This design comes from an exercise in tuning for small area and a short achievable clock period on the open sky130 flow, not from production work.
In this exercise RTL edits were held to simulation tests only and were not proved equivalent to the original.
Power figures rest on the tool's default switching activity, not on a simulated workload.

==> flow/design.v, too long to show whole: its modules and the start of the top module <==
// module koggeStoneAdder: 29 lines
// module partialProductStage: 47 lines
// module adderTreeLevel: 40 lines
// module signedMultiplier: 2046 lines
// module mulFA: 10 lines
// module mulGA: 8 lines
// module mulGO: 8 lines
// module mulBlkA: 11 lines
// module mulBlkO: 11 lines
// module mulHA: 9 lines
module signedMultiplier
(
	input  logic          clk,
	input  logic          arstN,
	input  mulPkg::operandPairT   operands,
	output mulPkg::productResultT result
);
  // ...
==> flow/run.sh <==
#!/bin/bash
# synth_recipe.tcl (not shown) runs the flow's synth.tcl, then flattens the netlist and writes it again
# the make line also repeats each setting of config.mk as NAME=value (left out here)
make -C /OpenROAD-flow-scripts/flow DESIGN_CONFIG=/design/flow/config.mk WORK_HOME=/design/flow/orfs CLKGATE_MAP_FILE= SYNTH_SCRIPT=/design/flow/synth_recipe.tcl finish
==> flow/config.mk <==
export PLATFORM = sky130hd
export DESIGN_NAME = signedMultiplier
export DESIGN_NICKNAME = signedMultiplier
export VERILOG_FILES = /design/flow/design.v
export SDC_FILE = /design/flow/constraint.sdc
export NUM_CORES = 4
export LEC_CHECK = 0
export CAP_MARGIN = 20
export CORE_MARGIN = 2
export CORE_UTILIZATION = 55
export CTS_CLUSTER_DIAMETER = 100
export CTS_CLUSTER_SIZE = 30
export SETUP_SLACK_MARGIN = 1.9
export SLEW_MARGIN = 20
export SYNTH_HIERARCHICAL = 1
==> flow/constraint.sdc <==
create_clock -name core_clock -period 4.0 [get_ports {clk}]
set_input_delay 0.8000 -clock core_clock [delete_from_list [all_inputs] [get_ports {clk}]]
set_output_delay 0.8000 -clock core_clock [all_outputs]
set_load 0.01 [all_outputs]
==> out/metrics.yaml, run 1 <==
yosys:
  synth-compound-area-share_pct: 12.4
  syn-instance-count: 1948
  synth_most_common_cell: "dfxtp_1"
sta:
  layout_setup_ws_ps: 1890
  finalHoldViolCount: 0
  slew-limit-headroom_pct: 63.0
  fin_crit_ps: 2110
  period_share_pct: 52.6
place:
  port_buffers: 99
  placed_area_um2: 25300
critical_path:
  required_ps: 4460
cells_and_area:
  finalNetCount: 2301
  seq_share_pct: 42.2
  fin_cells: 2537
  seq_cell_count: 541
  largest_cell_class: "multi-input gates"
  buf_share_pct: 3.86
power:
  internal_power_uw: 12200
job:
  drv_cap: 0
clock_tree:
  clk_pin_slew_worst_paths_ps: 110
grt:
  grt_usage_pct: 23.0
  grt_pass1_wl_mm: 83.1
floorplan:
  ioPinCount: 100
outcome:
  status: "timing/DRC/antenna clean"
route:
  drt_iter0_markers: 1008
min_path:
  min_path_cells: 0
==> run 2: changes to the inputs <==
--- a/flow/config.mk
+++ b/flow/config.mk
@@ -11,5 +11,5 @@
 export CTS_CLUSTER_DIAMETER = 100
 export CTS_CLUSTER_SIZE = 30
-export SETUP_SLACK_MARGIN = 1.9
+export SETUP_SLACK_MARGIN = 2.05
 export SLEW_MARGIN = 20
 export SYNTH_HIERARCHICAL = 1
==> out/metrics.yaml, run 2 <==
sta:
  worstMarginPinSlew_ps: 1010
  fin_crit_ps: 2060  # -46.3 ps
  tns_ps: 0
  finalSetupViolCount: 0
  slew-limit-headroom_pct: 32.3  # -31 points
  period_share_pct: 51.5  # -1.2 points
  rsz0062_at_grt: "true"
  fmaxAchievable_mhz: 486
  finalHoldViolCount: 0  # unchanged
  clock_skew_ps: 27.5
  slew_violations: 0
  hold_ws_ps: 311
clock_tree:
  clk_latency_ps: 580
  cts.sinks: 541
  cts-htree-levels: 1
  root_buffer: "clkbuf_16"
  postCtsHoldBufs: 0
  cts_buffers: 22
  clk_pin_slew_worst_paths_ps: 120  # about the same
  cts_tree: "yes"
  clockBufferDepth: 3
floorplan:
  core_area_um2: 43300
  fp.dieArea_um2: 45800
  start_util_pct: 56.0
  die_h_um: 214
  ioPinCount: 100  # unchanged
  die_x_um: 214
  rows: 76
critical_path:
  cp_cell_sequence: "a22oi_1, xnor2_1, fa_1, fa_1"
  crit_fanout: 12
  max_stage_delay_ps: 670
  critPathSlowestCell: "fa_1"
  end_kind: "flop"
  required_ps: 4470  # about the same
  start_kind: "flop"
  critPathKind: "flop to flop"
  worstPathArrival_ps: 2530
  cpMostUsedCell: "fa_1"
grt:
  grt_usage_pct: 23.0  # +0.058 points
  grt_pass1_wl_mm: 83.4  # +0.25%
  grt_overflow: 0
  antenna_found_initial: 0
  first_global_vias: 14600
  grt_max_degree: 32
route:
  drt_iter0_markers: 1160  # +15%
  drtAntennaViolNets: 0
  firstDrtPassIters: 6
  wire_per_inst_um: 20.6
  num_vias: 14100
  wl_mm: 52.8
  drc_errors: 0
  vias_per_cell: 5.53
yosys:
  synth_area_per_cell_um2: 12.4
  syn-instance-count: 1948  # unchanged
  synth_seq_area_share_pct: 44.8
  ys_seq_elements: 541
  yosysTopAreaCellShare_pct: 44.2
  synthTopCellsByCount: "dfxtp_1 (535), xnor2_1 (291), a22oi_1 (276)"
  yosysUniqueCellTypes: 24
  yosys_warnings: 7
  synthFlopType: "dfxtp_1"
  synthArstFlopShare_pct: 1.11
  synth_edf_count: 0
  yosys.area.top_type: "dfxtp_1"
  synthTopCellsByArea: "dfxtp_1 (44%), fa_1 (19%), xnor2_1 (11%)"
  syn_area_um2: 24200
  synth_most_common_cell: "dfxtp_1"
job:
  drv_cap: 0  # unchanged
cells_and_area:
  top_register: "r1_d"
  synthToLayoutAreaGrowth_pct: 10.8
  layout_common_cells: "dfxtp_1 (403), xnor2_1 (286), a22oi_1 (231)"
  finalNetCount: 2323  # +0.96%
  regArea_um2: 11300
  drive_above_1_share_pct: 20.3
  top_regs: "r1_d (170), r2_d (87), r3_d (62)"
  layout_commonest_cell: "dfxtp_1"
  multi_input_area_um2: 12900
  fillerInstances: 3486
  largest_reg_flops: 170
  diodes: 0
power:
  comb_power_share_pct: 40.7
  powerDensity_nw_per_um2: 711
  p_clk_share_pct: 14.0
  p_seq_share_pct: 45.3
  internal_power_uw: 12300  # +1.2%
  swShare_pct: 35.5
  p_sw_uw: 6780
  power.leakage_uw: 0.0102
  peakVddDrop_uv: 506
min_path:
  hold_class: "flop to flop"
place:
  dp_hpwl_mm: 38.0
  place.gp.congestion: 0.877
  port_buffers: 99  # unchanged
outcome:
  status: "timing/DRC/antenna clean"
run 2: metrics by stage:
stage	power [uW]	instance area (um^2)	utilization, %	setup WS [ps]	instances
after floorplan	13800	24300	-	2070	1955
after global placement	16100	25300	58.4	1510	2503
after detailed placement	16300	25300	58.4	1450	2503
after CTS	19200	26400	61.0	2030	2539
after global routing	20800	26900	62.1	1960	2556
final	19100	26900	62.1	1940	2556
run 2: area by class of cell:
type / count / area share (%)
multi-input cells: 1213 / 48.1
flip-flops and latches: 541 / 42.1
repair buffers: 128 / 3.91
well taps: 585 / 2.73
clock buffers: 25 / 2.17
inverters: 62 / 0.876
clock inverters: 2 / 0.107
run 2: logic make-up (layout without fill, tap and decap cells):
family / after synthesis / count (layout) / share of synthesized area [%]
buffers and inverters: 201 / 217 / 3.99
AOI/OAI and AO/OA: 397 / 397 / 12.4
other: 1 / 8 / 0.0155
and+or+nand+nor: 147 / 147 / 3.24
xor gates and xnor gates: 357 / 357 / 12.9
DFF: 541 / 541 / 44.8
adders and majority gates: 304 / 304 / 22.7
run 2: path summary, 6_finish.rpt:
| check | startpoint | end | slack (ps) | cells after the start |
|---|---|---|---|---|
| min in group asynchronous | arstN | valid[0] | 460 | 1 |
| worst max-delay path | r0_a0[16] | r1_d[81] | 1940 | 4 |
| max in group asynchronous | arstN | valid[5] | 3340 | 1 |
| worst min-delay path | r3_d[11] | r4_p[11] | 310 | 0 |
| worst min register to register | r3_d[11] | r4_p[11] | 310 | 0 |
| worst max register to register | r0_a0[16] | r1_d[81] | 1940 | 4 |
run 2: layer usage:
metal,part of all wire (%),global-route usage [%],up-vias
met5,0,0,-
met4,2.0,5.83,0
met3,6.8,3.93,62
met2,43,34.1,499
met1,48,35.1,7092
li1,-,-,6475
run 2: critical path: cells and delay by family, from the launching register on:
kind,cells,cell delay (ps)
DFF,1,430
xor gates and xnor gates,1,130
AOI/OAI and AO/OA,1,250
adders and majority gates,2,1130
run 2: modules after synthesis, one instance, submodules excluded:
module            flip-flops and latches  cells  times used  cell area (um^2)
mulGO                                  0      1          20              5.00
mulBlkO                                0      2          16              12.5
signedMultiplier                     541   1506           1             17900
mulGA                                  0      1          26              8.76
mulBlkA                                0      2          36              12.5
mulHA                                  0      1          67              12.5
mulFA                                  0      1         225              20.0
run 2: what timing repair did:
item	CTS	global route
setup endpoints to repair	200	138
gates resized for setup	356	160
pin swaps	14	29
buffers inserted	9	17
run 2: power by group through the flow:
stage               logic, uW  registers (uW)  clock network (uW)
floorplan                5400            8380                   0
global placement         7380            8710                   0
detailed placement       7540            8740                   0
CTS                      7810            8660                2770
global route             8970            8860                2950
finish                   7770            8650                2670
==> run 3: changes to the inputs <==
--- a/flow/config.mk
+++ b/flow/config.mk
@@ -11,5 +11,5 @@
 export CTS_CLUSTER_DIAMETER = 100
 export CTS_CLUSTER_SIZE = 30
-export SETUP_SLACK_MARGIN = 2.05
+export SETUP_SLACK_MARGIN = 2.1
 export SLEW_MARGIN = 20
 export SYNTH_HIERARCHICAL = 1
==> out/metrics.yaml, run 3 <==
yosys:
  synth-compound-area-share_pct: 12.4  # unchanged
  yosys_warnings: 7  # unchanged
  synthFlopType: "dfxtp_1"
  synthXorXnorAreaFrac_pct: 12.9  # unchanged
  yosys.area.top_type: "dfxtp_1"
  synth_area_per_cell_um2: 12.4  # unchanged
  ys_seq_elements: 541  # unchanged
  synthAdderAreaFrac_pct: 22.7  # unchanged
  synth_mux_area_share_pct: 0  # unchanged
  synth_most_common_cell: "dfxtp_1"
  yosysUniqueCellTypes: 24  # unchanged
  synth_top_family_by_area: "adder cells"
  syn_area_um2: 24200  # unchanged
  syn-instance-count: 1948  # unchanged
  synth_simple_gate_area_share_pct: 3.24  # unchanged
  synthArstFlopShare_pct: 1.11  # unchanged
  synthTopCellsByCount: "dfxtp_1 (535), xnor2_1 (291), a22oi_1 (276)"
  yosysTopAreaCellShare_pct: 44.2  # unchanged
  synth_seq_area_share_pct: 44.8  # unchanged
  synthTopCellsByArea: "dfxtp_1 (44%), fa_1 (19%), xnor2_1 (11%)"
  synth_edf_count: 0  # unchanged
cells_and_area:
  layout_commonest_cell: "dfxtp_1"
  multi_input_area_um2: 13400  # +3.7%
  drive_above_1_share_pct: 26.6  # +6.3 points
  fillerInstances: 3392  # -2.7%
  layout_common_cells: "dfxtp_1 (394), xnor2_1 (262), a22oi_1 (205)"
  top_register: "r1_d"
  largest_reg_flops: 170  # unchanged
  finalNetCount: 2350  # +1.2%
  fin_cells: 2587  # +1.2%
  stdcell_area_um2: 27600  # +2.9%
  synthToLayoutAreaGrowth_pct: 14.0
  regArea_um2: 11300  # +0.19%
  top_regs: "r1_d (170), r2_d (87), r3_d (62)"
sta:
  period_share_pct: 50.1  # -1.4 points
  finalSetupViolCount: 0  # unchanged
  clock_skew_ps: 27.9  # +0.323 ps
  fmaxAchievable_mhz: 499  # +2.8%
  hold_ws_ps: 324  # +13.2 ps
  finalHoldViolCount: 0  # unchanged
  rsz0062_at_grt: "true"
  fin_crit_ps: 2000  # -56.6 ps
  slew_violations: 0  # unchanged
  tns_ps: 0  # unchanged
route:
  firstDrtPassIters: 5  # -1
  num_vias: 14300  # +1.0%
  vias_per_cell: 5.52  # -0.19%
  drc_errors: 0  # unchanged
  wire_per_inst_um: 21.0  # +1.5%
  drtAntennaViolNets: 0  # unchanged
  drt_iter0_markers: 1132  # -2.4%
  wl_mm: 54.2  # +2.7%
grt:
  antenna_found_initial: 3  # +3
  grt_usage_pct: 23.6  # +0.53 points
  grt_overflow: 0  # unchanged
  grt_pass1_wl_mm: 85.2  # +2.3%
  first_global_vias: 14800  # +1.6%
  grt_max_degree: 51  # +59%
power:
  powerDensity_nw_per_um2: 707  # -0.56%
  peakVddDrop_uv: 501  # -1.2%
  power.leakage_uw: 0.0105  # +3.1%
critical_path:
  crit_family: "adder cells"
  critPathBufInv: 0  # unchanged
  critPathSlowestCell: "fa_2"
  required_ps: 4460  # about the same
  cp_cell_sequence: "a22oi_1, xnor2_1, fa_2, fa_1"
  crit_fanout: 12  # unchanged
  max_stage_delay_ps: 530  # -140 ps
  end_kind: "flop"
  start_kind: "flop"
  critPathKind: "flop to flop"
  worstPathArrival_ps: 2460  # -70 ps
min_path:
  hold_class: "flop to flop"
clock_tree:
  cts-htree-levels: 1  # unchanged
  postCtsHoldBufs: 0  # unchanged
  clockBufferDepth: 3  # unchanged
  cts_buffers: 22  # unchanged
  clk_pin_slew_worst_paths_ps: 110  # about the same
  cts.sinks: 541  # unchanged
  clk_latency_ps: 590  # about the same
  root_buffer: "clkbuf_16"
  cts_tree: "yes"
floorplan:
  ioPinCount: 100  # unchanged
  die_x_um: 214  # unchanged
  fp.dieArea_um2: 45800  # unchanged
  core_area_um2: 43300  # unchanged
  rows: 76  # unchanged
  start_util_pct: 56.0  # unchanged
  die_h_um: 214  # unchanged
place:
  place.gp.congestion: 0.863  # -1.5%
  dp.cells: 2503  # unchanged
  placed_area_um2: 25300  # about the same
  port_buffers: 99  # unchanged
  dp_hpwl_mm: 38.8  # +2.1%
job:
  drv_cap: 0  # unchanged
outcome:
  status: "timing/DRC/antenna clean"
## run 3: cell count changes in the layout (fill, tap and decap cells not counted), moves of 9 or more
| cell | change |
|---|---|
| buf_4 | +16 |
| a22oi_2 | +26 |
| a22oi_1 | -26 |
| xnor2_1 | -24 |
| xnor2_2 | +24 |
| clkbuf_2 | -10 |
| buf_2 | +17 |
| fa_2 | +26 |
| dfxtp_1 | -9 |
| fa_1 | -26 |
## run 3: area by class of cell
class / instances / share of cell area, %
Sequential cell: 541 / 41.0
Antenna cell: 2 / 0.0181
Timing Repair Buffer: 155 / 4.66
Tap cell: 585 / 2.65
Clock buffer: 26 / 2.16
Clock inverter: 3 / 0.208
Multi-Input combinational cell: 1213 / 48.5
Inverter: 62 / 0.851
## run 3: layer usage
layer  up-vias  share of wire (%)  GRT usage (%)
met1      7190                 47           36.2
met4         4                2.0           5.43
li1       6547                  -              -
met2       457                 44           35.6
met5         -              0.046              0
met3        74                6.6           3.10
## run 3: repair_timing
item	4_1_cts	5_1_grt
endpoints found under the setup margin	203	104
cloned	0	0
setup buffers	20	33
pin swaps	41	90
resized for setup	471	192
## run 3: Yosys stat by module (local to each module, per instance)
module / cell area, um^2 / times used
signedMultiplier: 17900 / 1
mulFA: 20.0 / 225
mulBlkA: 12.5 / 36
mulBlkO: 12.5 / 16
mulHA: 12.5 / 67
mulGA: 8.76 / 26
mulGO: 5.00 / 20
## run 3: cells by family after synthesis
logic type / Yosys count
compound gates: 397
xor+xnor: 357
fa+ha+maj: 304
buf+inv: 201
flops: 541
other cells: 1
simple gates: 147
## run 3: path summary, 6_finish.rpt
check / from / slack, ps / cells after the start / to
setup / recovery: r0_a0[12] / 2000 / 4 / r1_d[45]
hold / removal: r4_p[1] / 320 / 0 / r5_p[1]
setup reg to reg: r0_a0[12] / 2000 / 4 / r1_d[45]
hold reg to reg: r4_p[1] / 320 / 0 / r5_p[1]
max in group asynchronous: arstN / 3360 / 1 / valid[0]
min in group asynchronous: arstN / 430 / 1 / valid[3]
## run 3: power by group
part           internal [uW]  switching [uW]  total (uW)
clock                   1150            1620        2770
combinational           3880            4200        8070
sequential              7570            1130        8690
## run 3: stage by stage
stage	power (uW)	utilization, %	setup slack [ps]
3_3_place_gp	16100	58.4	1650
4_1_cts	19400	61.3	2010
5_1_grt	21200	63.9	1950
2_1_floorplan	13800	-	2120
3_5_place_dp	16300	58.4	1600
6_report	19500	63.9	2000
==> run 4: changes to the inputs <==
--- a/flow/config.mk
+++ b/flow/config.mk
@@ -11,5 +11,5 @@
 export CTS_CLUSTER_DIAMETER = 100
 export CTS_CLUSTER_SIZE = 30
-export SETUP_SLACK_MARGIN = 2.1
+export SETUP_SLACK_MARGIN = 1.95
 export SLEW_MARGIN = 20
 export SYNTH_HIERARCHICAL = 1
==> out/metrics.yaml, run 4 <==
grt:
  grt_max_degree: 61  # +20%
  grt_pass1_wl_mm: 83.1  # -2.5%
  first_global_vias: 14500  # -2.0%
  grt_usage_pct: 23.0  # -0.60 points
  grt_overflow: 0  # unchanged
  antenna_found_initial: 3  # unchanged
cells_and_area:
  finalNetCount: 2301  # -2.1%
  synthToLayoutAreaGrowth_pct: 8.18
  stdcell_area_um2: 26200  # -5.1%
  layout_common_cells: "dfxtp_1 (417), xnor2_1 (291), a22oi_1 (276)"
  top_regs: "r1_d (170), r2_d (87), r3_d (62)"
  top_register: "r1_d"
  drive_above_1_share_pct: 12.7  # -14 points
  layout_commonest_cell: "dfxtp_1"
  largest_reg_flops: 170  # unchanged
critical_path:
  required_ps: 4450  # about the same
  end_kind: "flop"
  start_kind: "flop"
  critPathKind: "flop to flop"
  crit_fanout: 12  # unchanged
  worstPathArrival_ps: 2480  # +20 ps
yosys:
  synth_area_per_cell_um2: 12.4  # unchanged
  yosysUniqueCellTypes: 24  # unchanged
  syn-instance-count: 1948  # unchanged
  yosys_warnings: 7  # unchanged
  synthTopCellsByArea: "dfxtp_1 (44%), fa_1 (19%), xnor2_1 (11%)"
  synthFlopType: "dfxtp_1"
  synthTopCellsByCount: "dfxtp_1 (535), xnor2_1 (291), a22oi_1 (276)"
  yosysTopAreaCellShare_pct: 44.2  # unchanged
  synth_seq_area_share_pct: 44.8  # unchanged
  ys_seq_elements: 541  # unchanged
  syn_area_um2: 24200  # unchanged
  synth_most_common_cell: "dfxtp_1"
  synthArstFlopShare_pct: 1.11  # unchanged
  synth_edf_count: 0  # unchanged
  yosys.area.top_type: "dfxtp_1"
route:
  wl_mm: 52.1  # -4.0%
  drc_errors: 0  # unchanged
  num_vias: 13900  # -2.4%
  vias_per_cell: 5.49  # -0.44%
  drt_iter0_markers: 1060  # -6.4%
  wire_per_inst_um: 20.5  # -2.1%
  firstDrtPassIters: 6  # +1
  drtAntennaViolNets: 0  # unchanged
clock_tree:
  cts_tree: "yes"
  postCtsHoldBufs: 0  # unchanged
  clk_pin_slew_worst_paths_ps: 110  # about the same
  clockBufferDepth: 3  # unchanged
  clk_latency_ps: 580  # about the same
  root_buffer: "clkbuf_16"
  cts.sinks: 541  # unchanged
  cts-htree-levels: 1  # unchanged
  cts_buffers: 22  # unchanged
floorplan:
  ioPinCount: 100  # unchanged
  die_h_um: 214  # unchanged
  start_util_pct: 56.0  # unchanged
  die_x_um: 214  # unchanged
  rows: 76  # unchanged
  core_area_um2: 43300  # unchanged
  fp.dieArea_um2: 45800  # unchanged
power:
  finalPower_uw: 18900  # -3.5%
  p_sw_uw: 6670  # -4.1%
  swShare_pct: 35.3  # -0.22 points
  power.leakage_uw: 0.0100  # -4.3%
  p_clk_share_pct: 14.2  # about the same
  powerDensity_nw_per_um2: 720  # +1.8%
  peakVddDrop_uv: 480  # -4.1%
  comb_power_share_pct: 40.1  # -1.2 points
  internal_power_uw: 12200  # -3.1%
  p_seq_share_pct: 45.7  # +1.2 points
sta:
  hold_ws_ps: 325  # +0.618 ps
  slew_violations: 0  # unchanged
  slew-limit-headroom_pct: 63.1
  finalSetupViolCount: 0  # unchanged
  layout_setup_ws_ps: 1980  # -20.0 ps
  finalHoldViolCount: 0  # unchanged
  period_share_pct: 50.6  # +0.50 points
  worstMarginPinSlew_ps: 553
  tns_ps: 0  # unchanged
  fmaxAchievable_mhz: 494  # -0.99%
  rsz0062_at_grt: "true"
  clock_skew_ps: 26.0  # -1.84 ps
  fin_crit_ps: 2020  # +20.0 ps
place:
  pre_cts_ws_ps: 1360  # -243 ps
  port_buffers: 99  # unchanged
  placed_area_um2: 25300  # about the same
  dp_hpwl_mm: 38.4  # -1.0%
  place.gp.congestion: 0.872  # +1.0%
min_path:
  hold_class: "flop to flop"
outcome:
  status: "timing/DRC/antenna clean"
job:
  drv_cap: 0  # unchanged
## run 4: cell families after synthesis
family	synth area share [%]
fa+ha+maj	22.7
simple gates	3.24
flops	44.8
buf+inv	3.99
other cells	0.0155
compound gates	12.4
xor+xnor	12.9
## run 4: Yosys stat by module (local to each module, per instance)
| module | flip-flops and latches | area [um^2] | copies in the design | cells |
|---|---|---|---|---|
| mulBlkO | 0 | 12.5 | 16 | 2 |
| mulGO | 0 | 5.00 | 20 | 1 |
| mulGA | 0 | 8.76 | 26 | 1 |
| mulBlkA | 0 | 12.5 | 36 | 2 |
| mulFA | 0 | 20.0 | 225 | 1 |
| signedMultiplier | 541 | 17900 | 1 | 1506 |
| mulHA | 0 | 12.5 | 67 | 1 |
## run 4: stage by stage
step / instances / util, %
2_1_floorplan: 1955 / -
4_1_cts: 2532 / 60.2
3_5_place_dp: 2502 / 58.4
3_3_place_gp: 2502 / 58.4
6_report: 2537 / 60.6
5_1_grt: 2535 / 60.6
## run 4: path summary, 6_finish.rpt
check | startpoint | end | slack [ps] | depth (start not counted)
max | r0_a0[15] | r1_d[81] | 1980 | 4
min | r4_p[11] | r5_p[11] | 320 | 0
max reg2reg | r0_a0[15] | r1_d[81] | 1980 | 4
min reg2reg | r4_p[11] | r5_p[11] | 320 | 0
max in group asynchronous | arstN | valid[5] | 3360 | 1
min in group asynchronous | arstN | valid[2] | 440 | 1
## run 4: cell type report
class	count	area (um^2)
diodes	2	5.00
clock buffers	25	583
clock inverters	3	36.3
fillers	3504	17100
inverters	62	233
multi-input cells	1213	12500
flip-flops and latches	541	11100
well taps	585	732
repair buffers	106	1010
## run 4: power groups by stage
| stage | Sequential (uW) | Combinational [uW] | Clock (uW) |
|---|---|---|---|
| 2_1_floorplan | 8380 | 5390 | 0 |
| 3_3_place_gp | 8710 | 7400 | 0 |
| 3_5_place_dp | 8750 | 7560 | 0 |
| 4_1_cts | 8640 | 7580 | 2800 |
| 5_1_grt | 8850 | 8730 | 2990 |
| 6_report | 8610 | 7560 | 2690 |
## run 4: critical path: stages (launching register included)
cell,delay (ps)
dfxtp_2,510
a22oi_1,130
xnor2_1,160
fa_1,630
fa_1,460
## run 4: repair_timing
action | 4_1_cts | 5_1_grt
resized for setup | 172 | 53
setup buffers | 2 | 3
endpoints found under the setup margin | 187 | 67
pin swaps | 2 | 2
## run 4: metal layers
metal	part of all wire [%]	track usage [%]	wire length, um
met2	43	33.9	22200
met4	2.3	6.06	1200
met3	8.0	4.79	4170
met5	0.052	0	27
met1	47	34.4	24500
==> run 5: changes to the inputs <==
--- a/flow/config.mk
+++ b/flow/config.mk
@@ -8,8 +8,8 @@
 export CAP_MARGIN = 20
 export CORE_MARGIN = 2
-export CORE_UTILIZATION = 55
+export CORE_UTILIZATION = 40
 export CTS_CLUSTER_DIAMETER = 100
 export CTS_CLUSTER_SIZE = 30
-export SETUP_SLACK_MARGIN = 1.95
+export SETUP_SLACK_MARGIN = 2.0
 export SLEW_MARGIN = 20
 export SYNTH_HIERARCHICAL = 1
==> out/metrics.yaml, run 5 <==
outcome:
  status: "timing/DRC/antenna clean"
cells_and_area:
  finalNetCount: 2304  # +0.13%
  top_regs: "r1_d (170), r2_d (87), r3_d (62)"
  layout_common_cells: "dfxtp_1 (416), xnor2_1 (286), a22oi_1 (264)"
  drive_above_1_share_pct: 15.0  # +2.3 points
  synthToLayoutAreaGrowth_pct: 10.3
  top_register: "r1_d"
  largest_reg_flops: 170  # unchanged
  fin_util_pct: 44.4  # -16 points
  layout_commonest_cell: "dfxtp_1"
clock_tree:
  clk_pin_slew_worst_paths_ps: 110  # about the same
  cts_buffers: 23  # +4.5%
  clk_latency_ps: 590  # about the same
  cts-htree-levels: 1  # unchanged
  clockBufferDepth: 3  # unchanged
  cts_tree: "yes"
  postCtsHoldBufs: 0  # unchanged
  root_buffer: "clkbuf_16"
  cts.sinks: 541  # unchanged
grt:
  use_met1_pct: 24.5  # -9.9 points
  grt-busiest-layer: "met2"
  grt_max_degree: 62  # +1.6%
  met2_usage_pct: 25.8  # -8.1 points
  met3_usage_pct: 3.73  # -1.1 points
  first_global_vias: 14500  # -0.39%
  grt_pass1_wl_mm: 83.8  # +0.87%
  grt_overflow: 0  # unchanged
  grt_usage_pct: 16.9  # -6.1 points
  antenna_found_initial: 0  # -3
sta:
  finalSetupViolCount: 0  # unchanged
  tns_ps: 0  # unchanged
  fin_crit_ps: 2020  # -5.30 ps
  slew_violations: 0  # unchanged
  clock_skew_ps: 27.9  # +1.84 ps
  rsz0062_at_grt: "true"
  hold_ws_ps: 324  # -1.16 ps
  period_share_pct: 50.4  # -0.13 points
  layout_setup_ws_ps: 1980  # +5.30 ps
  finalHoldViolCount: 0  # unchanged
  worstMarginPinSlew_ps: 951  # +398 ps
  slew-limit-headroom_pct: 36.6  # -27 points
  fmaxAchievable_mhz: 496  # +0.26%
critical_path:
  r2r_cells: 4  # unchanged
  crit_fanout: 12  # unchanged
  end_kind: "flop"
  critPathKind: "flop to flop"
  worstPathArrival_ps: 2480  # about the same
  required_ps: 4460  # about the same
  start_kind: "flop"
route:
  num_vias: 14000  # +0.34%
  drtAntennaViolNets: 0  # unchanged
  wire_per_inst_um: 19.2  # -6.2%
  firstDrtPassIters: 6  # unchanged
  wl_mm: 52.7  # +1.2%
  vias_per_cell: 5.10  # -7.1%
  drc_errors: 0  # unchanged
  drt_iter0_markers: 1186  # +12%
power:
  power.leakage_uw: 0.0101  # +0.32%
  p_clk_share_pct: 15.1  # +0.9 points
  comb_power_share_pct: 39.3  # -0.8 points
  powerDensity_nw_per_um2: 707  # -1.8%
  peakVddDrop_uv: 375  # -22%
  swShare_pct: 35.3  # -0.064 points
  internal_power_uw: 12200  # +0.22%
  p_seq_share_pct: 45.6  # about the same
  p_sw_uw: 6660  # about the same
yosys:
  syn_area_um2: 24200  # unchanged
  synthTopCellsByArea: "dfxtp_1 (44%), fa_1 (19%), xnor2_1 (11%)"
  ys_seq_elements: 541  # unchanged
  synthArstFlopShare_pct: 1.11  # unchanged
  synth_edf_count: 0  # unchanged
  yosys.area.top_type: "dfxtp_1"
  synthFlopType: "dfxtp_1"
  yosysTopAreaCellShare_pct: 44.2  # unchanged
  synth_most_common_cell: "dfxtp_1"
  syn-instance-count: 1948  # unchanged
  synthTopCellsByCount: "dfxtp_1 (535), xnor2_1 (291), a22oi_1 (276)"
  synth_area_per_cell_um2: 12.4  # unchanged
  yosys_warnings: 7  # unchanged
  yosysUniqueCellTypes: 24  # unchanged
  synth_seq_area_share_pct: 44.8  # unchanged
floorplan:
  ioPinCount: 100  # unchanged
  die_h_um: 250  # +17%
  start_util_pct: 40.3  # -16 points
  fp.dieArea_um2: 62600  # +37%
  core_area_um2: 60100  # +39%
  die_x_um: 250  # +17%
  rows: 90  # +18%
min_path:
  hold_class: "flop to flop"
  min_path_cells: 0  # unchanged
place:
  port_buffers: 99  # unchanged
  place.gp.congestion: 0.886  # +1.5%
  dp_hpwl_mm: 39.0  # +1.7%
  pre_cts_ws_ps: 1560  # +208 ps
job:
  drv_cap: 0  # unchanged
run 5: stage by stage:
| stage | cell area [um^2] | total power [uW] | std cells |
|---|---|---|---|
| after floorplan | 24300 | 13800 | 1955 |
| after global routing | 26700 | 20700 | 2738 |
| final | 26700 | 18900 | 2739 |
| after CTS | 26500 | 19100 | 2733 |
| after detailed placement | 25500 | 16300 | 2699 |
| after global placement | 25500 | 16100 | 2699 |
run 5: path summary, 6_finish.rpt:
check	to	slack, ps	from
worst max-delay path	r1_d[45]	1980	r0_a0[15]
worst min-delay path	r4_p[24]	320	r3_d[24]
worst max register to register	r1_d[45]	1980	r0_a0[15]
worst min register to register	r4_p[24]	320	r3_d[24]
max in group asynchronous	valid[0]	3370	arstN
min in group asynchronous	valid[4]	420	arstN
run 5: critical path, cell delays in order (launching register included):
cell     delay (ps)
dfxtp_4         460
a22oi_1         130
xnor2_1         290
fa_1            510
fa_1            500
run 5: repair_timing:
| action | CTS | global route |
|---|---|---|
| pin swaps | 2 | 9 |
| setup buffers | 2 | 5 |
| setup endpoints to repair | 191 | 112 |
| cloned | 0 | 0 |
| gates resized for setup | 236 | 120 |
| hold endpoints to repair | 0 | 0 |
run 5: kinds of logic after synthesis:
family	after synthesis	synth area share (%)
flops	541	44.8
compound gates	397	12.4
xor+xnor	357	12.9
fa+ha+maj	304	22.7
buf+inv	201	3.99
simple gates	147	3.24
other cells	1	0.0155
run 5: layout make-up:
cell class                      instances  area [um^2]
Antenna cell                            1         2.50
Clock buffer                           25          583
Clock inverter                          7         96.3
Fill cell                            5529        33400
Inverter                               62          233
Multi-Input combinational cell       1213        12600
Sequential cell                       541        11200
Tap cell                              782          978
Timing Repair Buffer                  108          992
run 5: power groups by stage:
stage	clock (uW)	sequential [uW]	combinational, uW
finish	2850	8610	7430
global route	3180	8830	8660
CTS	2970	8640	7470
detailed placement	0	8780	7500
global placement	0	8730	7370
floorplan	0	8380	5400
run 5: layer usage:
layer  wire [um]  part of all wire (%)  up-vias
met5           0                     0        -
met1       24300                    46     7002
met4         901                   1.7        0
li1            -                     -     6444
met2       23100                    44      480
met3        4400                   8.3       55
run 5: modules after synthesis, one instance, submodules excluded, excerpt:
module / flip-flops and latches / copies in the design
mulGA: 0 / 26
mulBlkO: 0 / 16
signedMultiplier: 541 / 1
mulBlkA: 0 / 36
mulHA: 0 / 67
mulGO: 0 / 20
==> run 6: changes to the inputs <==
--- a/flow/config.mk
+++ b/flow/config.mk
@@ -8,5 +8,5 @@
 export CAP_MARGIN = 20
 export CORE_MARGIN = 2
-export CORE_UTILIZATION = 40
+export CORE_UTILIZATION = 70
 export CTS_CLUSTER_DIAMETER = 100
 export CTS_CLUSTER_SIZE = 30
==> out/metrics.yaml, run 6 <==
outcome:
  status: "timing/DRC/antenna clean"
critical_path:
  end_kind: "flop"
  critPathKind: "flop to flop"
  start_kind: "flop"
  cp_cell_sequence: "a22oi_1, xnor2_1, fa_1, fa_1"
  worstPathArrival_ps: 2510  # +30 ps
  max_stage_delay_ps: 540  # +30 ps
  cpMostUsedCell: "fa_1"
  critPathSlowestCell: "fa_1"
  crit_fanout: 12  # unchanged
  required_ps: 4520  # +60 ps
route:
  wl_mm: 50.9  # -3.5%
  drt_iter0_markers: 1248  # +5.2%
  wire_per_inst_um: 21.1  # +9.8%
  firstDrtPassIters: 6  # unchanged
  num_vias: 14200  # +1.7%
  drtAntennaViolNets: 0  # unchanged
  vias_per_cell: 5.91  # +16%
  drc_errors: 0  # unchanged
yosys:
  synth_edf_count: 0  # unchanged
  synthTopCellsByArea: "dfxtp_1 (44%), fa_1 (19%), xnor2_1 (11%)"
  yosys_warnings: 7  # unchanged
  yosys.area.top_type: "dfxtp_1"
  synthFlopType: "dfxtp_1"
  syn-instance-count: 1948  # unchanged
  syn_area_um2: 24200  # unchanged
  synth_most_common_cell: "dfxtp_1"
  synth_seq_area_share_pct: 44.8  # unchanged
  synth_area_per_cell_um2: 12.4  # unchanged
  yosysUniqueCellTypes: 24  # unchanged
  synthArstFlopShare_pct: 1.11  # unchanged
  synthTopCellsByCount: "dfxtp_1 (535), xnor2_1 (291), a22oi_1 (276)"
  yosysTopAreaCellShare_pct: 44.2  # unchanged
  ys_seq_elements: 541  # unchanged
cells_and_area:
  layout_commonest_cell: "dfxtp_1"
  drive_above_1_share_pct: 14.1  # -0.84 points
  top_regs: "r1_d (170), r2_d (87), r3_d (62)"
  synthToLayoutAreaGrowth_pct: 8.59
  top_register: "r1_d"
  largest_reg_flops: 170  # unchanged
  stdcell_area_um2: 26300  # -1.5%
  diodes: 0  # -1
  finalNetCount: 2304  # unchanged
  layout_common_cells: "dfxtp_1 (417), xnor2_1 (289), a22oi_1 (266)"
clock_tree:
  clk_pin_slew_worst_paths_ps: 120  # about the same
  cts_tree: "yes"
  clk_latency_ps: 570  # -20 ps
  cts-htree-levels: 1  # unchanged
  root_buffer: "clkbuf_16"
  cts.sinks: 541  # unchanged
  cts_buffers: 22  # -4.3%
  clockBufferDepth: 3  # unchanged
power:
  comb_power_share_pct: 40.8  # +1.5 points
  p_clk_share_pct: 13.9  # -1.2 points
  powerDensity_nw_per_um2: 727  # +2.9%
  p_sw_uw: 6820  # +2.4%
  power.leakage_uw: 0.0101  # about the same
  p_seq_share_pct: 45.3  # -0.3 points
  swShare_pct: 35.7  # +0.38 points
  peakVddDrop_uv: 556  # +48%
  internal_power_uw: 12300  # +0.70%
sta:
  period_share_pct: 49.8  # -0.62 points
  rsz0062_at_grt: "true"
  tns_ps: 0  # unchanged
  finalHoldViolCount: 0  # unchanged
  hold_ws_ps: 329  # +5.20 ps
  fin_crit_ps: 1990  # -24.8 ps
  finalSetupViolCount: 0  # unchanged
  layout_setup_ws_ps: 2010  # +24.8 ps
  clock_skew_ps: 23.9  # -4.00 ps
  fmaxAchievable_mhz: 502  # +1.2%
  slew_violations: 0  # unchanged
min_path:
  hold_class: "flop to flop"
job:
  drv_cap: 0  # unchanged
floorplan:
  fp.dieArea_um2: 36100  # -42%
  start_util_pct: 70.7  # +30 points
  core_area_um2: 34300  # -43%
  die_h_um: 190  # -24%
  die_x_um: 190  # -24%
  rows: 68  # -24%
  ioPinCount: 100  # unchanged
grt:
  grt_overflow: 0  # unchanged
  grt_pass1_wl_mm: 81.3  # -3.1%
  grt_max_degree: 61  # -1.6%
  antenna_found_initial: 2  # +2
  first_global_vias: 14700  # +1.9%
  grt_usage_pct: 29.0  # +12 points
place:
  place.gp.congestion: 0.911  # +2.9%
  port_buffers: 99  # unchanged
  dp_hpwl_mm: 37.5  # -3.8%
  placed_area_um2: 25100  # -1.6%
  pre_cts_ws_ps: 1620  # +58.1 ps
[run 6: cells by family (layout without fill, tap and decap cells)]
| family | count (synthesis) | after routing | synth area share, % |
|---|---|---|---|
| flops | 541 | 541 | 44.8 |
| buf+inv | 201 | 198 | 3.99 |
| simple gates | 147 | 147 | 3.24 |
| fa+ha+maj | 304 | 304 | 22.7 |
| other cells | 1 | 8 | 0.0155 |
| xor+xnor | 357 | 357 | 12.9 |
| compound gates | 397 | 397 | 12.4 |
[run 6: per-stage QoR]
stage                     power (uW)  utilization (%)  instances
after global placement         15900             73.2       2372
after floorplan                13800                -       1955
after detailed placement       16400             73.2       2372
after global routing           20600             76.7       2407
after CTS                      19000             75.6       2403
final                          19100             76.7       2407
[run 6: critical path: cells and delay by family (launching register included)]
family          cells  cell delay (ps)
compound gates      1              130
xor+xnor            1              290
fa+ha+maj           2             1050
flops               1              480
[run 6: path summary, 6_finish.rpt]
check | from | slack (ps) | endpoint | cells past startpoint
worst max register to register | r0_a0[17] | 2010 | r1_d[88] | 4
max in group asynchronous | arstN | 3340 | valid[5] | 1
worst min-delay path | r3_d[8] | 330 | r4_p[8] | 0
min in group asynchronous | arstN | 450 | valid[0] | 1
worst max-delay path | r0_a0[17] | 2010 | r1_d[88] | 4
worst min register to register | r3_d[8] | 330 | r4_p[8] | 0
[run 6: power groups by stage]
stage	Combinational (uW)	Clock [uW]	Sequential, uW
final	7800	2660	8670
after global routing	8860	2910	8870
after CTS	7640	2720	8670
after detailed placement	7580	0	8780
after global placement	7190	0	8710
after floorplan	5400	0	8380
[run 6: repair_timing]
item                                    4_1_cts  5_1_grt
pin swaps                                     4       13
hold buffers                                  0        0
resized for setup                           192      118
endpoints found under the setup margin      193       88
setup buffers                                 4        4
[run 6: final cells by class]
cell class,instances,area [um^2]
clock inverter,3,41.3
timing repair buffer,109,1040
tap,455,569
inverter,62,235
sequential,541,11200
multi-input combinational,1213,12600
fill,2236,7970
clock buffer,24,579
[run 6: routing by layer]
metal	track usage, %	part of all wire [%]	vias to the layer above
met3	6.12	9.3	87
met2	44.8	45	629
met5	0	0.053	-
met1	42.3	44	7058
met4	6.59	2.3	4
li1	-	-	6440
[run 6: modules after synthesis, one instance, submodules excluded]
module            times used  cells
mulGO                     20      1
mulBlkA                   36      2
mulFA                    225      1
mulHA                     67      1
mulGA                     26      1
mulBlkO                   16      2
signedMultiplier           1   1506
==> run 7: changes to the inputs <==
--- a/flow/config.mk
+++ b/flow/config.mk
@@ -8,5 +8,5 @@
 export CAP_MARGIN = 20
 export CORE_MARGIN = 2
-export CORE_UTILIZATION = 70
+export CORE_UTILIZATION = 55
 export CTS_CLUSTER_DIAMETER = 100
 export CTS_CLUSTER_SIZE = 30
==> out/metrics.yaml, run 7 <==
critical_path:
  crit_start: "r0_neg1[5]"
  r2r-start: "r0_neg1[5]"
  start_kind: "flop"
  cp_cell_sequence: "xnor2_1, fa_1, fa_1"
  end_kind: "flop"
  crit_fanout: 12  # unchanged
  worstPathArrival_ps: 2460  # -50 ps
  cpMostUsedCell: "fa_1"
  critPathKind: "flop to flop"
  critPathSlowestCell: "fa_1"
  max_stage_delay_ps: 670  # +130 ps
  required_ps: 4470  # -50 ps
cells_and_area:
  drive_above_1_share_pct: 14.7  # +0.51 points
  largest_reg_flops: 170  # unchanged
  stdcell_area_um2: 26600  # +1.1%
  synthToLayoutAreaGrowth_pct: 9.74
  fin_cells: 2544  # +5.7%
  top_register: "r1_d"
  fillerInstances: 3499  # +56%
  top_regs: "r1_d (170), r2_d (87), r3_d (62)"
  layout_common_cells: "dfxtp_1 (416), xnor2_1 (291), a22oi_1 (262)"
  finalNetCount: 2311  # +0.30%
  layout_commonest_cell: "dfxtp_1"
  diodes: 0  # unchanged
sta:
  layout_setup_ws_ps: 2010  # +3.21 ps
  clock_skew_ps: 23.0  # -0.843 ps
  tns_ps: 0  # unchanged
  fmaxAchievable_mhz: 503  # +0.16%
  hold_ws_ps: 311  # -18.0 ps
  finalHoldViolCount: 0  # unchanged
  slew-limit-headroom_pct: 31.7
  period_share_pct: 49.7  # -0.080 points
  finalSetupViolCount: 0  # unchanged
  worstMarginPinSlew_ps: 1020
  rsz0062_at_grt: "true"
  fin_crit_ps: 1990  # -3.21 ps
  slew_violations: 0  # unchanged
place:
  port_buffers: 99  # unchanged
  dp.cells: 2503  # +5.5%
  dp_hpwl_mm: 38.0  # +1.1%
  placed_area_um2: 25300  # +0.68%
  pre_cts_ws_ps: 1450  # -176 ps
  place.gp.congestion: 0.877  # -3.8%
power:
  peakVddDrop_uv: 528  # -5.1%
  internal_power_uw: 12300  # about the same
  swShare_pct: 35.2  # -0.44 points
  powerDensity_nw_per_um2: 715  # -1.6%
  p_seq_share_pct: 45.4  # about the same
  p_sw_uw: 6700  # -1.8%
  p_clk_share_pct: 14.0  # about the same
  comb_power_share_pct: 40.6  # -0.2 points
  power.leakage_uw: 0.0101  # +0.17%
yosys:
  synth_most_common_cell: "dfxtp_1"
  synth_area_per_cell_um2: 12.4  # unchanged
  synthAdderAreaFrac_pct: 22.7  # unchanged
  yosys.area.top_type: "dfxtp_1"
  syn-instance-count: 1948  # unchanged
  synth_top_family_by_area: "adder cells"
  synth_simple_gate_area_share_pct: 3.24  # unchanged
  synthTopCellsByCount: "dfxtp_1 (535), xnor2_1 (291), a22oi_1 (276)"
  synthFlopType: "dfxtp_1"
  yosysTopAreaCellShare_pct: 44.2  # unchanged
  synthXorXnorAreaFrac_pct: 12.9  # unchanged
  ys_seq_elements: 541  # unchanged
  yosysUniqueCellTypes: 24  # unchanged
  yosys_warnings: 7  # unchanged
  synth_mux_area_share_pct: 0  # unchanged
  synth-compound-area-share_pct: 12.4  # unchanged
  synthTopCellsByArea: "dfxtp_1 (44%), fa_1 (19%), xnor2_1 (11%)"
  synthArstFlopShare_pct: 1.11  # unchanged
  synth_seq_area_share_pct: 44.8  # unchanged
  synth_edf_count: 0  # unchanged
  syn_area_um2: 24200  # unchanged
floorplan:
  fp.dieArea_um2: 45800  # +27%
  die_x_um: 214  # +13%
  ioPinCount: 100  # unchanged
  rows: 76  # +12%
  core_area_um2: 43300  # +26%
  die_h_um: 214  # +13%
  start_util_pct: 56.0  # -15 points
route:
  wl_mm: 52.1  # +2.5%
  drtAntennaViolNets: 0  # unchanged
  drt_iter0_markers: 1183  # -5.2%
  num_vias: 13900  # -1.9%
  firstDrtPassIters: 8  # +2
  vias_per_cell: 5.48  # -7.2%
  wire_per_inst_um: 20.5  # -3.1%
  drc_errors: 0  # unchanged
clock_tree:
  cts_buffers: 22  # unchanged
  clk_latency_ps: 580  # about the same
  root_buffer: "clkbuf_16"
  clk_pin_slew_worst_paths_ps: 110  # about the same
  cts.sinks: 541  # unchanged
  cts_tree: "yes"
  clockBufferDepth: 3  # unchanged
  cts-htree-levels: 1  # unchanged
grt:
  antenna_found_initial: 0  # -2
  grt_pass1_wl_mm: 83.1  # +2.2%
  grt_max_degree: 32  # -48%
  first_global_vias: 14500  # -1.4%
  grt_usage_pct: 23.0  # -6.0 points
  grt_overflow: 0  # unchanged
min_path:
  hold_class: "flop to flop"
  min_from: "r3_d[11]"
job:
  drv_cap: 0  # unchanged
outcome:
  status: "timing/DRC/antenna clean"
run 7: cell type report:
type / count / area, um^2 / area share [%]
well taps: 585 / 732 / 2.75
repair buffers: 116 / 1120 / 4.20
clock buffers: 25 / 583 / 2.19
inverters: 62 / 235 / 0.884
clock inverters: 2 / 28.8 / 0.108
multi-input cells: 1213 / 12700 / 47.6
flip-flops and latches: 541 / 11200 / 42.2
run 7: logic make-up after synthesis:
logic type / count (synthesis)
flops: 541
compound gates: 397
xor+xnor: 357
fa+ha+maj: 304
buf+inv: 201
simple gates: 147
other cells: 1
run 7: worst paths after layout:
path	end	slack, ps	depth (start not counted)
max in group asynchronous	valid[5]	3340	1
hold reg to reg	r4_p[11]	310	0
hold / removal	r4_p[11]	310	0
setup / recovery	r1_d[81]	2010	3
min in group asynchronous	valid[0]	460	1
setup reg to reg	r1_d[81]	2010	3
run 7: Yosys stat by module (local to each module, per instance):
module / times used / area (um^2)
mulBlkA: 36 / 12.5
mulBlkO: 16 / 12.5
mulFA: 225 / 20.0
mulGA: 26 / 8.76
mulGO: 20 / 5.00
mulHA: 67 / 12.5
signedMultiplier: 1 / 17900
run 7: worst max-delay path: cells and delay by family, from the launching register on:
kind       cells  cell delay [ps]
fa+ha+maj      2             1120
flops          1              600
xor+xnor       1              170
run 7: repair_timing:
item	4_1_cts	5_1_grt
resized for setup	210	134
hold buffers	0	0
setup buffers	6	8
endpoints found under the setup margin	197	126
pin swaps	5	15
run 7: stage by stage:
stage	utilization [%]	power, uW
3_5_place_dp	58.4	16300
4_1_cts	60.4	19100
3_3_place_gp	58.4	16100
5_1_grt	61.5	20700
2_1_floorplan	-	13800
6_report	61.5	19000
run 7: metal layers:
metal	vias to the layer above	part of all wire (%)	global-route usage (%)
met5	-	0	0
li1	6449	-	-
met1	6978	48	35.2
met4	0	1.8	5.73
met3	51	7.3	3.83
met2	463	43	33.9
run 7: power groups by stage:
stage	logic, uW	registers [uW]	clock network, uW
3_5_place_dp	7540	8740	0
5_1_grt	8940	8840	2950
3_3_place_gp	7380	8710	0
2_1_floorplan	5400	8380	0
4_1_cts	7660	8630	2770
6_report	7730	8630	2670
==> run 8: changes to the inputs <==
--- a/flow/config.mk
+++ b/flow/config.mk
@@ -8,7 +8,7 @@
 export CAP_MARGIN = 20
 export CORE_MARGIN = 2
-export CORE_UTILIZATION = 55
-export CTS_CLUSTER_DIAMETER = 100
-export CTS_CLUSTER_SIZE = 30
+export CORE_UTILIZATION = 70
+export CTS_CLUSTER_DIAMETER = 90
+export CTS_CLUSTER_SIZE = 25
 export SETUP_SLACK_MARGIN = 2.0
 export SLEW_MARGIN = 20
==> out/metrics.yaml, run 8 <==
sta:
  fmaxAchievable_mhz: 501  # -0.32%
  finalSetupViolCount: 0  # unchanged
  finalHoldViolCount: 0  # unchanged
  slew_violations: 0  # unchanged
  tns_ps: 0  # unchanged
  rsz0062_at_grt: "true"
  period_share_pct: 49.9  # +0.16 points
  fin_crit_ps: 2000  # +6.43 ps
  clock_skew_ps: 20.1  # -2.98 ps
grt:
  antenna_found_initial: 1  # +1
  first_global_vias: 14800  # +1.8%
  grt_overflow: 0  # unchanged
  grt_max_degree: 61  # +91%
  grt_usage_pct: 28.9  # +6.0 points
  grt_pass1_wl_mm: 81.2  # -2.2%
yosys:
  synth_area_per_cell_um2: 12.4  # unchanged
  synthArstFlopShare_pct: 1.11  # unchanged
  synthTopCellsByArea: "dfxtp_1 (44%), fa_1 (19%), xnor2_1 (11%)"
  syn_area_um2: 24200  # unchanged
  syn-instance-count: 1948  # unchanged
  yosys_warnings: 7  # unchanged
  yosys.area.top_type: "dfxtp_1"
  yosysTopAreaCellShare_pct: 44.2  # unchanged
  yosysUniqueCellTypes: 24  # unchanged
  synthFlopType: "dfxtp_1"
  synth_edf_count: 0  # unchanged
  ys_seq_elements: 541  # unchanged
  synth_seq_area_share_pct: 44.8  # unchanged
  synth_most_common_cell: "dfxtp_1"
  synthTopCellsByCount: "dfxtp_1 (535), xnor2_1 (291), a22oi_1 (276)"
cells_and_area:
  synthToLayoutAreaGrowth_pct: 8.41
  top_register: "r1_d"
  finalNetCount: 2310  # -0.043%
  stdcell_area_um2: 26300  # -1.2%
  layout_common_cells: "dfxtp_1 (417), xnor2_1 (288), a22oi_1 (269)"
  largest_reg_flops: 170  # unchanged
  fillerInstances: 2252  # -36%
  top_regs: "r1_d (170), r2_d (87), r3_d (62)"
  diodes: 0  # unchanged
  layout_commonest_cell: "dfxtp_1"
  drive_above_1_share_pct: 13.9  # -0.80 points
floorplan:
  fp.dieArea_um2: 36100  # -21%
  rows: 68  # -11%
  ioPinCount: 100  # unchanged
  core_area_um2: 34300  # -21%
  start_util_pct: 70.7  # +15 points
  die_x_um: 190  # -11%
  die_h_um: 190  # -11%
clock_tree:
  cts_buffers: 25  # +14%
  root_buffer: "clkbuf_16"
  clockBufferDepth: 3  # unchanged
  clk_latency_ps: 570  # about the same
  postCtsHoldBufs: 0  # unchanged
  cts-htree-levels: 1  # unchanged
  cts.sinks: 541  # unchanged
  clk_pin_slew_worst_paths_ps: 100  # about the same
  cts_tree: "yes"
critical_path:
  start_kind: "flop"
  rr_endpoint: "r1_d[49]"
  rrSetupSlack_ps: 2000  # about the same
  required_ps: 4460  # about the same
  worstPathArrival_ps: 2450  # about the same
  critPathKind: "flop to flop"
  crit_fanout: 12  # unchanged
  r2r-start: "r0_a1[1]"
  r2r_cells: 4  # +1
  end_kind: "flop"
outcome:
  status: "timing/DRC/antenna clean"
min_path:
  min_from: "r3_d[27]"
  min_path_cells: 0  # unchanged
  worstHoldEndpoint: "r4_p[27]"
  hold_class: "flop to flop"
power:
  powerDensity_nw_per_um2: 728  # +1.9%
  power.leakage_uw: 0.0101  # about the same
  peakVddDrop_uv: 571  # +8.2%
route:
  drt_iter0_markers: 1205  # +1.9%
  drtAntennaViolNets: 0  # unchanged
  vias_per_cell: 5.95  # +8.6%
  drc_errors: 0  # unchanged
  firstDrtPassIters: 7  # -1
  wire_per_inst_um: 21.2  # +3.5%
  wl_mm: 51.1  # -1.9%
  num_vias: 14400  # +3.0%
place:
  place.gp.congestion: 0.911  # +4.0%
  dp_hpwl_mm: 37.5  # -1.1%
  port_buffers: 99  # unchanged
  placed_area_um2: 25100  # -0.67%
job:
  drv_cap: 0  # unchanged
## run 8: how the worst max path moves through the flow
stage / from / end / slack [ps] / cells after the start
3_5_place_dp: r2_d[10] / r3_d[29] / 1620 / 8
2_1_floorplan: r2_d[7] / r3_d[28] / 2070 / 8
3_3_place_gp: r2_d[9] / r3_d[23] / 1730 / 8
6_report: r0_a1[1] / r1_d[49] / 2000 / 4
5_1_grt: r0_a0[8] / r1_d[15] / 1970 / 4
4_1_cts: r0_one1[2] / r1_d[111] / 2000 / 4
## run 8: cell families after synthesis
kind of cell	after synthesis	share of synthesized area (%)
buf+inv	201	3.99
flops	541	44.8
compound gates	397	12.4
other cells	1	0.0155
xor+xnor	357	12.9
simple gates	147	3.24
fa+ha+maj	304	22.7
## run 8: per-module statistics from Yosys (local to each module, per instance)
module / copies in the design / cells inside / flops+latches / cell area [um^2]
signedMultiplier: 1 / 1506 / 541 / 17900
mulFA: 225 / 1 / 0 / 20.0
mulBlkA: 36 / 2 / 0 / 12.5
mulBlkO: 16 / 2 / 0 / 12.5
mulHA: 67 / 1 / 0 / 12.5
mulGA: 26 / 1 / 0 / 8.76
mulGO: 20 / 1 / 0 / 5.00
## run 8: per-stage QoR
stage                     hold slack [ps]  setup WS (ps)  power, uW  std cells  util (%)
final                                 327           2000      19100       2411      76.6
after global routing                  335           1970      20600       2411      76.6
after CTS                             331           2000      19100       2405      75.7
after detailed placement              312           1620      16400       2372      73.2
after global placement                310           1730      15900       2372      73.2
after floorplan                       310           2070      13800       1955         -
## run 8: critical path, stage by stage (launching register included)
cell and delay, ps:
dfxtp_2 560, a22oi_1 170, xnor2_1 250, fa_1 470, fa_1 420
## run 8: per-layer routing
layer / vias up / track usage (%) / share of wire (%)
met5: - / 0 / 0.014
met4: 2 / 6.29 / 1.8
met3: 92 / 6.25 / 9.0
met2: 662 / 44.5 / 45
met1: 7147 / 42.6 / 44
li1: 6450 / - / -
## run 8: final cells by class
type | instances | area [um^2] | area share [%]
Clock buffer | 26 | 629 | 2.40
Clock inverter | 2 | 13.8 | 0.0524
Inverter | 62 | 233 | 0.886
Multi-Input combinational cell | 1213 | 12600 | 48.0
Sequential cell | 541 | 11200 | 42.6
Tap cell | 455 | 569 | 2.17
Timing Repair Buffer | 112 | 1040 | 3.96
## run 8: report_power, final
group	leakage, uW	switching [uW]	internal, uW
Combinational	0.00519	4110	3650
Clock	0.000317	1580	1130
Sequential	0.00461	1100	7560
## run 8: what timing repair did
action                                  CTS  global route
gates resized for setup                 190            86
setup buffers                             5             6
endpoints found under the setup margin  195            65
cloned                                    0             0
pin swaps                                 7            10
==> run 9: changes to the inputs <==
--- a/flow/config.mk
+++ b/flow/config.mk
@@ -8,5 +8,5 @@
 export CAP_MARGIN = 20
 export CORE_MARGIN = 2
-export CORE_UTILIZATION = 70
+export CORE_UTILIZATION = 55
 export CTS_CLUSTER_DIAMETER = 90
 export CTS_CLUSTER_SIZE = 25
==> out/metrics.yaml, run 9 <==
grt:
  grt_pass1_wl_mm: 83.0  # +2.3%
  grt_max_degree: 30  # -51%
  grt_usage_pct: 22.9  # -6.0 points
  first_global_vias: 14500  # -1.9%
  grt_overflow: 0  # unchanged
  antenna_found_initial: 0  # -1
cells_and_area:
  finalNetCount: 2315  # +0.22%
  synthToLayoutAreaGrowth_pct: 10.3
  fin_util_pct: 61.8  # -15 points
  largest_reg_flops: 170  # unchanged
  drive_above_1_share_pct: 15.0  # +1.2 points
  diodes: 0  # unchanged
  top_register: "r1_d"
  layout_commonest_cell: "dfxtp_1"
  top_regs: "r1_d (170), r2_d (87), r3_d (62)"
  layout_common_cells: "dfxtp_1 (417), xnor2_1 (290), a22oi_1 (260)"
floorplan:
  die_x_um: 214  # +13%
  ioPinCount: 100  # unchanged
  rows: 76  # +12%
  fp.dieArea_um2: 45800  # +27%
  die_h_um: 214  # +13%
  core_area_um2: 43300  # +26%
  start_util_pct: 56.0  # -15 points
min_path:
  worstHoldEndpoint: "r5_p[42]"
  min_from: "r4_p[42]"
  hold_class: "flop to flop"
  min_path_cells: 0  # unchanged
clock_tree:
  cts.sinks: 541  # unchanged
  clockBufferDepth: 3  # unchanged
  root_buffer: "clkbuf_16"
  clk_latency_ps: 590  # +20 ps
  clk_pin_slew_worst_paths_ps: 100  # about the same
  postCtsHoldBufs: 0  # unchanged
  cts_tree: "yes"
  cts_buffers: 27  # +8.0%
  cts-htree-levels: 1  # unchanged
sta:
  rsz0062_at_grt: "true"
  finalHoldViolCount: 0  # unchanged
  slew-limit-headroom_pct: 33.5
  tns_ps: 0  # unchanged
  slew_violations: 0  # unchanged
  period_share_pct: 49.3  # -0.64 points
  clock_skew_ps: 21.8  # +1.79 ps
  fmaxAchievable_mhz: 508  # +1.3%
  worstMarginPinSlew_ps: 997
  finalSetupViolCount: 0  # unchanged
  fin_crit_ps: 1970  # -25.7 ps
yosys:
  synth_most_common_cell: "dfxtp_1"
  syn-instance-count: 1948  # unchanged
  yosys.area.top_type: "dfxtp_1"
  synth_edf_count: 0  # unchanged
  synthTopCellsByCount: "dfxtp_1 (535), xnor2_1 (291), a22oi_1 (276)"
  yosys_warnings: 7  # unchanged
  synthFlopType: "dfxtp_1"
  synthArstFlopShare_pct: 1.11  # unchanged
  yosysUniqueCellTypes: 24  # unchanged
  synth_seq_area_share_pct: 44.8  # unchanged
  yosysTopAreaCellShare_pct: 44.2  # unchanged
  ys_seq_elements: 541  # unchanged
  synthTopCellsByArea: "dfxtp_1 (44%), fa_1 (19%), xnor2_1 (11%)"
  syn_area_um2: 24200  # unchanged
  synth_area_per_cell_um2: 12.4  # unchanged
critical_path:
  rrSetupSlack_ps: 2030  # +30 ps
  cp_cell_sequence: "xnor2_1, fa_1, fa_1"
  end_kind: "flop"
  worstPathArrival_ps: 2430  # -20 ps
  max_stage_delay_ps: 660  # +100 ps
  start_kind: "flop"
  crit_fanout: 14  # +2
  critPathKind: "flop to flop"
  r2r-start: "r0_neg[9]"
  critPathSlowestCell: "dfxtp_2"
  r2r_cells: 3  # -1
  required_ps: 4460  # about the same
  cpMostUsedCell: "fa_1"
  rr_endpoint: "r1_d[121]"
power:
  power.leakage_uw: 0.0102  # +0.53%
  p_clk_share_pct: 15.2  # +1.1 points
  comb_power_share_pct: 40.1  # -0.5 points
  p_sw_uw: 6800  # about the same
  p_seq_share_pct: 44.6  # -0.7 points
  swShare_pct: 35.2  # -0.33 points
  peakVddDrop_uv: 506  # -11%
  internal_power_uw: 12500  # +1.5%
  powerDensity_nw_per_um2: 724  # -0.67%
  finalPower_uw: 19300  # +1.0%
place:
  port_buffers: 99  # unchanged
  dp_hpwl_mm: 38.0  # +1.1%
  place.gp.congestion: 0.877  # -3.8%
outcome:
  status: "timing/DRC/antenna clean"
route:
  wire_per_inst_um: 20.4  # -3.6%
  wl_mm: 52.1  # +2.0%
  drtAntennaViolNets: 0  # unchanged
  num_vias: 14000  # -2.3%
  firstDrtPassIters: 10  # +3
  vias_per_cell: 5.50  # -7.6%
  drt_iter0_markers: 1172  # -2.7%
  drc_errors: 0  # unchanged
job:
  drv_cap: 0  # unchanged
==> run 9: cell type report <==
cell class,instances,area [um^2]
Clock buffer,28,679
Clock inverter,6,83.8
Fill cell,3494,16500
Inverter,62,235
Multi-Input combinational cell,1213,12700
Sequential cell,541,11200
Tap cell,585,732
Timing Repair Buffer,115,1100
==> run 9: logic make-up (layout without fill, tap and decap cells) <==
| logic type | Yosys count | count (layout) | share of synthesized area [%] |
|---|---|---|---|
| other | 1 | 8 | 0.0155 |
| adders and majority gates | 304 | 304 | 22.7 |
| buffers and inverters | 201 | 211 | 3.99 |
| DFF | 541 | 541 | 44.8 |
| xor gates and xnor gates | 357 | 357 | 12.9 |
| AOI/OAI and AO/OA | 397 | 397 | 12.4 |
| and+or+nand+nor | 147 | 147 | 3.24 |
==> run 9: what timing repair did <==
action / 4_1_cts / 5_1_grt
endpoints found under the hold margin: 0 / 0
gates cloned: 0 / 0
gates resized for setup: 213 / 132
setup endpoints to repair: 197 / 127
buffers inserted: 5 / 8
pin swaps: 4 / 17
==> run 9: power groups by stage <==
| stage | sequential (uW) | combinational [uW] | clock, uW |
|---|---|---|---|
| after floorplan | 8380 | 5400 | 0 |
| after global placement | 8710 | 7380 | 0 |
| after global routing | 8850 | 8970 | 3230 |
| after detailed placement | 8740 | 7540 | 0 |
| final | 8630 | 7760 | 2940 |
| after CTS | 8630 | 7640 | 3050 |
==> run 9: per-module statistics from Yosys, one instance, submodules excluded <==
module,flops+latches,cells inside
mulBlkO,0,2
signedMultiplier,541,1506
mulHA,0,1
mulGO,0,1
mulBlkA,0,2
mulGA,0,1
mulFA,0,1
==> run 9: critical path, delay by kind of cell, from the launching register on <==
| family | cells | cell delay, ps |
|---|---|---|
| xor+xnor | 1 | 200 |
| fa+ha+maj | 2 | 990 |
| flops | 1 | 660 |
==> run 9: how the worst max path moves through the flow <==
stage               slack [ps]  cells after the start         end         start
detailed placement        1450                      3  r0_two1[8]  operands[48]
floorplan                 2070                      8    r3_d[28]       r2_d[7]
finish                    2030                      3   r1_d[121]     r0_neg[9]
global route              1950                      4   r1_d[125]     r0_a1[11]
CTS                       1990                      8    r3_d[29]      r2_d[23]
global placement          1510                      3  r0_two1[9]  operands[48]
==> run 9: layer usage <==
metal,share of wire [%],global-route usage (%),up-vias
met5,0,0,-
met4,1.9,5.80,0
met3,7.2,3.79,64
met2,43,33.8,526
met1,48,35.1,6971
li1,-,-,6461
==> run 9: per-stage QoR <==
stage	setup slack [ps]	hold WS, ps	instance area (um^2)	std cells
3_3_place_gp	1510	310	25300	2503
6_report	2030	329	26700	2550
5_1_grt	1950	335	26700	2550
4_1_cts	1990	330	26300	2542
3_5_place_dp	1450	312	25300	2503
2_1_floorplan	2070	310	24300	1955
==> run 10: changes to the inputs <==
==> flow/flow/run.sh (new file) <==
#!/bin/bash
# The standard layout (standard.sh), with plain buffers instead of delay
# cells on the ports; the whole ORFS run is logged to standard_flow.log.
set -euo pipefail
export BUFFER_PORTS_ARGS="-buffer_cell sky130_fd_sc_hd__buf_2"
bash standard.sh > standard_flow.log 2>&1
==> flow/standard.sh (new file) <==
#!/bin/bash
# synth_recipe.tcl (not shown) runs the flow's synth.tcl, then flattens the netlist and writes it again
# the make line also repeats each setting of config.mk as NAME=value (left out here)
make -C /OpenROAD-flow-scripts/flow DESIGN_CONFIG=/design/flow/config.mk WORK_HOME=/design/flow/orfs CLKGATE_MAP_FILE= SYNTH_SCRIPT=/design/flow/synth_recipe.tcl "${@:-finish}"
--- a/flow/config.mk
+++ b/flow/config.mk
@@ -11,4 +11,5 @@
 export CTS_CLUSTER_DIAMETER = 90
 export CTS_CLUSTER_SIZE = 25
+export HOLD_SLACK_MARGIN = 0.1
 export SETUP_SLACK_MARGIN = 2.0
 export SLEW_MARGIN = 20
removed: flow/run.sh
==> out/metrics.yaml, run 10 <==
yosys:
  yosysTopAreaCellShare_pct: 44.2  # unchanged
  synth_edf_count: 0  # unchanged
  yosys_warnings: 7  # unchanged
  synth_area_per_cell_um2: 12.4  # unchanged
  synthArstFlopShare_pct: 1.11  # unchanged
  synthTopCellsByCount: "dfxtp_1 (535), xnor2_1 (291), a22oi_1 (276)"
power:
  internal_power_uw: 12400  # -1.5%
  powerDensity_nw_per_um2: 731  # +1.1%
  power.leakage_uw: 0.0101  # -0.43%
  comb_power_share_pct: 39.3  # -0.8 points
  p_sw_uw: 6810  # +0.23%
  p_clk_share_pct: 15.6  # +0.4 points
  peakVddDrop_uv: 457  # -9.8%
sta:
  worstMarginPinSlew_ps: 955  # -41.6 ps
  hold_ws_ps: 314  # -14.8 ps
  clock_skew_ps: 15.6  # -6.22 ps
  period_share_pct: 49.8  # +0.56 points
cells_and_area:
  layout_commonest_cell: "dfxtp_1"
  layout_common_cells: "dfxtp_1 (416), xnor2_1 (287), a22oi_1 (267)"
  finalNetCount: 2310  # -0.22%
  synthToLayoutAreaGrowth_pct: 8.14
place:
  placed_area_um2: 24800  # -2.0%
min_path:
  hold_class: "input pin to flop"
  min_path_cells: 1  # +1
floorplan:
  fp.dieArea_um2: 45800  # unchanged
  die_h_um: 214  # unchanged
  die_x_um: 214  # unchanged
  ioPinCount: 100  # unchanged
  start_util_pct: 56.0  # unchanged
grt:
  grt_pass1_wl_mm: 83.9  # +1.0%
  grt_overflow: 0  # unchanged
  grt_usage_pct: 23.3  # +0.36 points
critical_path:
  critPathKind: "flop to flop"
  start_kind: "flop"
  crit_fanout: 12  # -2
  required_ps: 4490  # +30 ps
  end_kind: "flop"
  r2r_cells: 4  # +1
  worstPathArrival_ps: 2480  # +50 ps
clock_tree:
  clk_latency_ps: 600  # about the same
  cts-htree-levels: 1  # unchanged
  cts.sinks: 541  # unchanged
  clk_pin_slew_worst_paths_ps: 100  # about the same
  cts_tree: "yes"
route:
  wire_per_inst_um: 20.6  # +0.78%
  num_vias: 13900  # -0.90%
  vias_per_cell: 5.44  # -1.0%
  drc_errors: 0  # unchanged
outcome:
  status: "timing/DRC/antenna clean"
[run 10: changes by cell type in the layout (fill, tap and decap cells not counted), sizes merged]
| cell | previous run | this run |
|---|---|---|
| buf | 18 | 109 |
| clkdlybuf4s50 | 49 | 0 |
| clkdlybuf4s15 | 33 | 0 |
| dlygate4sd2 | 10 | 0 |
| diode | 0 | 3 |
| clkbuf | 32 | 31 |
| clkinvlp | 0 | 1 |
| dlygate4sd3 | 0 | 1 |
| dlymetal6s2s | 1 | 0 |
| inv | 63 | 64 |
[run 10: cell type report]
type	instances	area (um^2)
fill	3488	17100
sequential	541	11200
multi-input combinational	1213	12600
inverter	62	233
clock buffer	31	691
tap	585	732
antenna	3	7.51
clock inverter	8	86.3
timing repair buffer	110	609
[run 10: stage by stage]
step	setup slack [ps]	total power (uW)	util (%)	cells
after CTS	2000	19300	59.9	2549
after floorplan	2070	13800	-	1955
after global routing	1890	20800	60.6	2552
final	2010	19200	60.6	2553
after detailed placement	1550	16000	57.3	2502
after global placement	1640	15800	57.3	2502
[run 10: logic make-up after synthesis]
group	share of synthesized area, %
AO/OA/AOI/OAI	12.4
XOR/XNOR	12.9
adder cells (fa/ha/maj)	22.7
buffers and inverters	3.99
flip-flops	44.8
other	0.0155
AND/OR/NAND/NOR	3.24
[run 10: layer usage]
layer	GRT usage [%]	wire, um	share of wire, %
met1	35.7	25400	48
met2	35.0	23000	44
met3	3.86	3510	6.7
met4	4.43	695	1.3
met5	0	50	0.095
[run 10: path summary, 6_finish.rpt]
check	from	endpoint	slack, ps
worst max register to register	r0_a0[20]	r1_d[100]	2010
worst min-delay path	operands[32]	r0_a0[8]	310
max in group asynchronous	arstN	valid[3]	3330
worst max-delay path	r0_a0[20]	r1_d[100]	2010
min in group asynchronous	arstN	valid[2]	530
worst min register to register	r4_p[3]	r5_p[3]	320
[run 10: per-module statistics from Yosys (local to each module, per instance)]
module / cell area, um^2 / cells inside
mulFA: 20.0 / 1
mulHA: 12.5 / 1
signedMultiplier: 17900 / 1506
mulGA: 8.76 / 1
mulBlkA: 12.5 / 2
mulGO: 5.00 / 1
mulBlkO: 12.5 / 2
[run 10: what timing repair did]
| item | CTS | global route |
|---|---|---|
| hold buffers | 1 | 0 |
| resized for setup | 154 | 83 |
| setup endpoints to repair | 148 | 53 |
| buffers inserted | 7 | 1 |
| endpoints found under the hold margin | 6 | 0 |
| pin swaps | 6 | 13 |
| gates cloned | 0 | 0 |
[run 10: critical path: stages, from the launching register on]
cell and delay [ps]:
dfxtp_4 420, a22oi_1 250, xnor2_1 190, fa_2 530, fa_1 490
[run 10: power by group through the flow]
stage / Sequential (uW) / Clock, uW / Combinational (uW)
global route: 8860 / 3300 / 8680
global placement: 8740 / 0 / 7100
CTS: 8670 / 3100 / 7580
finish: 8650 / 3000 / 7520
floorplan: 8380 / 0 / 5400
detailed placement: 8760 / 0 / 7280

Check on run 10: ideal ports give 2.007 ns setup slack; a clkbuf_16 on the clock port and buf_2 on the inputs give 2.007 ns; moving port delays by the midpoint clock arrival (0.654 ns) as well gives 2.007 ns.
